Background: an optimization exercise with open tools, aiming at small area. Do not read the settings as production practice. RTL that was checked went through simulation tests only; none was proved equivalent to the original. No activity file was given, so power comes from the tool's default toggle rates.

==> v9: inputs <==
Design instruction_decode_stage, start of the top module:
module instruction_decode_stage #(
  parameter int LEN                  = 32,
  parameter int CANTIDAD_REGISTROS   = 32,
  parameter int NB_ADDRESS_REGISTROS = $clog2(CANTIDAD_REGISTROS),
  parameter int NB_CTRL_WB           = instruction_decode_stage_pkg::DEF_NB_CTRL_WB,
  parameter int NB_CTRL_MEM          = instruction_decode_stage_pkg::DEF_NB_CTRL_MEM,
  parameter int NB_CTRL_EX           = instruction_decode_stage_pkg::DEF_NB_CTRL_EX,
  parameter int NB_STALL_CNT         = 16
) (
  input  logic                            i_clk,
  input  logic                            i_rst,
  input  logic                            i_valid,
  input  logic [LEN-1:0]                  i_instruccion,
  input  logic [LEN-1:0]                  i_adder_pc,
  input  logic [NB_CTRL_WB-1:0]           i_ctrl_wb,
  input  logic [NB_CTRL_MEM-1:0]          i_ctrl_mem,
  input  logic [NB_CTRL_EX-1:0]           i_ctrl_ex,
  input  logic                            i_RegWrite,
  input  logic [NB_ADDRESS_REGISTROS-1:0] i_write_reg,
  input  logic [LEN-1:0]                  i_write_data,
  input  logic                            i_flush,
  output logic                            o_stall,
  output logic                            o_valid,
  output logic [LEN-1:0]                  o_adder_pc,
  output logic [LEN-1:0]                  o_dato1,
  output logic [LEN-1:0]                  o_dato2,
  output logic [LEN-1:0]                  o_sign_extend,
  output logic [NB_ADDRESS_REGISTROS-1:0] o_rs,
  output logic [NB_ADDRESS_REGISTROS-1:0] o_rt,
  output logic [NB_ADDRESS_REGISTROS-1:0] o_rd,
  output logic [NB_ADDRESS_REGISTROS-1:0] o_shamt,
  output logic [NB_CTRL_WB-1:0]           o_ctrl_wb,
  output logic [NB_CTRL_MEM-1:0]          o_ctrl_mem,
  output logic [NB_CTRL_EX-1:0]           o_ctrl_ex,
  output logic [NB_STALL_CNT-1:0]         o_stall_count
);
  logic [5:0]                      opcode;
  logic [NB_ADDRESS_REGISTROS-1:0] rs, rt, rd, shamt;
  logic [15:0]                     imm;
  logic [LEN-1:0]           rdata1, rdata2, ext_imm;
  logic                            hazard, stall, bubble;
  logic                            vld_p1;
  logic [LEN-1:0]                  pc_p1;
  logic [LEN-1:0]           dato1_p1, dato2_p1, sext_p1;
  ...
export LEC_CHECK = 0
export CAP_MARGIN = 20
export CORE_MARGIN = 2
export CORE_UTILIZATION = 40
export SLEW_MARGIN = 20
create_clock -name core_clock -period 5.0 [get_ports {i_clk}]
run.sh (not shown) runs the stock make flow with config.mk's settings and CLKGATE_MAP_FILE= SYNTH_SCRIPT=/design/flow/synth_recipe.tcl, a recipe that flattens the netlist after the stock synthesis.
==> v39: changes against v9 <==
--- a/flow/design.v
+++ b/flow/design.v
@@ -31,34 +31,99 @@
   parameter int NB_ADDRESS_REGISTROS = $clog2(CANTIDAD_REGISTROS)
 ) (
   input  logic                            i_clk,
   input  logic                            i_rst,
   input  logic                            i_we,
   input  logic [NB_ADDRESS_REGISTROS-1:0] i_waddr,
-  input  logic [LEN-1:0]           i_wdata,
+  input  logic [LEN-1:0]                  i_wdata,
+  input  logic                            i_rd_en,
   input  logic [NB_ADDRESS_REGISTROS-1:0] i_raddr1,
   input  logic [NB_ADDRESS_REGISTROS-1:0] i_raddr2,
-  output logic [LEN-1:0]           o_rdata1,
-  output logic [LEN-1:0]           o_rdata2
-);
-  logic [LEN-1:0] regs [CANTIDAD_REGISTROS];
-  logic                  wr_en;
+  output logic [LEN-1:0]                  o_rdata1,
+  output logic [LEN-1:0]                  o_rdata2
+);
+  localparam int NT = CANTIDAD_REGISTROS;           
+  localparam int NG = (NT + 2) / 3;                 
+  logic [LEN-1:0]                regs [1:CANTIDAD_REGISTROS-1];
+  logic [LEN-1:0]                regs_d [1:CANTIDAD_REGISTROS-1];
+  logic [CANTIDAD_REGISTROS-1:1] rvld;
+  logic [CANTIDAD_REGISTROS-1:1] wsel, wkeep;
+  logic [NT-1:0]                 sel1, sel2;
+  logic [LEN-1:0]                term [NT];
+  logic                          wr_en, byp1, byp2;
   assign wr_en = i_we && (i_waddr != '0);
-  always_ff @(posedge i_clk or posedge i_rst) begin
-    if (i_rst) begin
-      for (int i = 0; i < CANTIDAD_REGISTROS; i++) regs[i] <= '0;
-    end else if (wr_en) begin
-      regs[i_waddr] <= i_wdata;
-    end
+  assign byp1 = i_rd_en && wr_en && (i_waddr == i_raddr1);
+  assign byp2 = i_rd_en && wr_en && (i_waddr == i_raddr2);
+  assign sel1[0] = byp1;
+  assign sel2[0] = byp2;
+  assign term[0] = i_wdata;
+  for (genvar r = 1; r < CANTIDAD_REGISTROS; r++) begin : g_reg
+    assign wsel[r]  = wr_en && (i_waddr == NB_ADDRESS_REGISTROS'(r));
+    assign wkeep[r] = !wsel[r];
+    for (genvar b = 0; b < LEN; b++) begin : g_bit
+      rf_ao22 u_hold (
+        .a1(wsel[r]), .a2(i_wdata[b]), .b1(wkeep[r]), .b2(regs[r][b]), .y(regs_d[r][b])
+      );
+    end
+    always_ff @(posedge i_clk) begin
+      regs[r] <= regs_d[r];
+    end
+    always_ff @(posedge i_clk or posedge i_rst) begin
+      if (i_rst)        rvld[r] <= 1'b0;
+      else if (wsel[r]) rvld[r] <= 1'b1;
+    end
+    assign sel1[r] = i_rd_en && !byp1 && rvld[r] && (i_raddr1 == NB_ADDRESS_REGISTROS'(r));
+    assign sel2[r] = i_rd_en && !byp2 && rvld[r] && (i_raddr2 == NB_ADDRESS_REGISTROS'(r));
+    assign term[r] = regs[r];
   end
-  always_comb begin
-    o_rdata1 = '0;
-    o_rdata2 = '0;
-    if (i_raddr1 != '0) o_rdata1 = (wr_en && i_waddr == i_raddr1) ? i_wdata : regs[i_raddr1];
-    if (i_raddr2 != '0) o_rdata2 = (wr_en && i_waddr == i_raddr2) ? i_wdata : regs[i_raddr2];
+  for (genvar b = 0; b < LEN; b++) begin : g_rd
+    logic [NG-1:0] n1, n2;
+    for (genvar g = 0; g < NG; g++) begin : g_grp
+      if (3 * g + 2 < NT) begin : g_3
+        rf_aoi222 u_p1 (
+          .a1(sel1[3*g]),   .a2(term[3*g][b]),
+          .b1(sel1[3*g+1]), .b2(term[3*g+1][b]),
+          .c1(sel1[3*g+2]), .c2(term[3*g+2][b]), .y(n1[g])
+        );
+        rf_aoi222 u_p2 (
+          .a1(sel2[3*g]),   .a2(term[3*g][b]),
+          .b1(sel2[3*g+1]), .b2(term[3*g+1][b]),
+          .c1(sel2[3*g+2]), .c2(term[3*g+2][b]), .y(n2[g])
+        );
+      end else begin : g_2
+        rf_aoi22 u_p1 (
+          .a1(sel1[3*g]),   .a2(term[3*g][b]),
+          .b1(sel1[3*g+1]), .b2(term[3*g+1][b]), .y(n1[g])
+        );
+        rf_aoi22 u_p2 (
+          .a1(sel2[3*g]),   .a2(term[3*g][b]),
+          .b1(sel2[3*g+1]), .b2(term[3*g+1][b]), .y(n2[g])
+        );
+      end
+    end
+    assign o_rdata1[b] = !(&n1);
+    assign o_rdata2[b] = !(&n2);
   end
+endmodule
+module rf_ao22 (
+  input  logic a1, a2, b1, b2,
+  output logic y
+);
+  assign y = (a1 & a2) | (b1 & b2);
+endmodule
+module rf_aoi22 (
+  input  logic a1, a2, b1, b2,
+  output logic y
+);
+  assign y = !((a1 & a2) | (b1 & b2));
+endmodule
+module rf_aoi222 (
+  input  logic a1, a2, b1, b2, c1, c2,
+  output logic y
+);
+  assign y = !((a1 & a2) | (b1 & b2) | (c1 & c2));
 endmodule
 module instruction_decode_stage #(
   parameter int LEN                  = 32,
   parameter int CANTIDAD_REGISTROS   = 32,
   parameter int NB_ADDRESS_REGISTROS = $clog2(CANTIDAD_REGISTROS),
   parameter int NB_CTRL_WB           = instruction_decode_stage_pkg::DEF_NB_CTRL_WB,
@@ -133,12 +198,13 @@
   ) u_reg_file (
     .i_clk   (i_clk),
     .i_rst   (i_rst),
     .i_we    (i_RegWrite),
     .i_waddr (i_write_reg),
     .i_wdata (i_write_data),
+    .i_rd_en (!bubble),
     .i_raddr1(rs),
     .i_raddr2(rt),
     .o_rdata1(rdata1),
     .o_rdata2(rdata2)
   );
   assign hazard = vld_p1 && mem_p1[instruction_decode_stage_pkg::MEM_MEMREAD] && (rt_p1 != '0) && i_valid &&
@@ -162,14 +228,14 @@
       ex_p1     <= '0;
     end else begin
       if (stall) stall_cnt <= sat_inc(stall_cnt);
       if (bubble) begin
         vld_p1   <= 1'b0;
         pc_p1    <= '0;
-        dato1_p1 <= '0;
-        dato2_p1 <= '0;
+        dato1_p1 <= rdata1;
+        dato2_p1 <= rdata2;
         sext_p1  <= '0;
         rs_p1    <= '0;
         rt_p1    <= '0;
         rd_p1    <= '0;
         shamt_p1 <= '0;
         wb_p1    <= '0;
--- a/flow/config.mk
+++ b/flow/config.mk
@@ -6,6 +6,8 @@
 export NUM_CORES = 4
 export LEC_CHECK = 0
 export CAP_MARGIN = 20
 export CORE_MARGIN = 2
 export CORE_UTILIZATION = 40
 export SLEW_MARGIN = 20
+export SYNTH_HIERARCHICAL = 1
+export SYNTH_MINIMUM_KEEP_SIZE = 0
==> notes <==
v9 completed with no timing, DRC or antenna violations. v39 finished clean. Of v9 and v39, v9 has the higher register-to-register slack (gap 1300 ps). Of v39 and v9, v9 has the higher worst setup slack (gap 530 ps). Between v39 and v9, the lower clock power is in v39 (gap about 9%, measured against v9). Of v39 and v9, v39 has the higher clock skew (gap 8.5 ps). Between v9 and v39, the lower combinational power is in v39 (gap about 60%, measured against v39). Of v39 and v9, v9 has the higher fmax (gap 11%, measured against v9). Non-clock buffer count: v39 is higher than v9 (69). Against v39, the global-route usage of v9 is higher by 6.5 points. First-iteration DRC count: v39 is larger than v9 (about 10%).
The RTL of v9 was laid out without a check of its function.

-- afterwards: timing with drivers on the ports --
How much do the figures lean on ideal ports? The routed layouts below were timed once more, with nothing changed but the port constraints.
Step 1, drivers: a clkbuf_16 drives i_clk and a buf_2 each remaining input, both assumed.
Step 2 times the ports against the registers' clock, not the clock port: input delays grow and output delays shrink by t, the midpoint of the rising clock arrivals with the driver on.
Slacks: ideal / step 1 / step 2; pairs: ideal / step 1.
run	t (ns)	setup slack, ns	worst setup path at the end	pins driven straight from the clock port
v9	0.900	0.850 / 0.808 / 0.071	input to register	1
v39	0.794	0.315 / 0.315 / -0.270	input to register	1
Met with ideal ports but missed after step 2: setup timing in v39. The setup slack of v9, which loses most, moves by -0.042 ns with the drivers and by -0.779 ns with both steps.
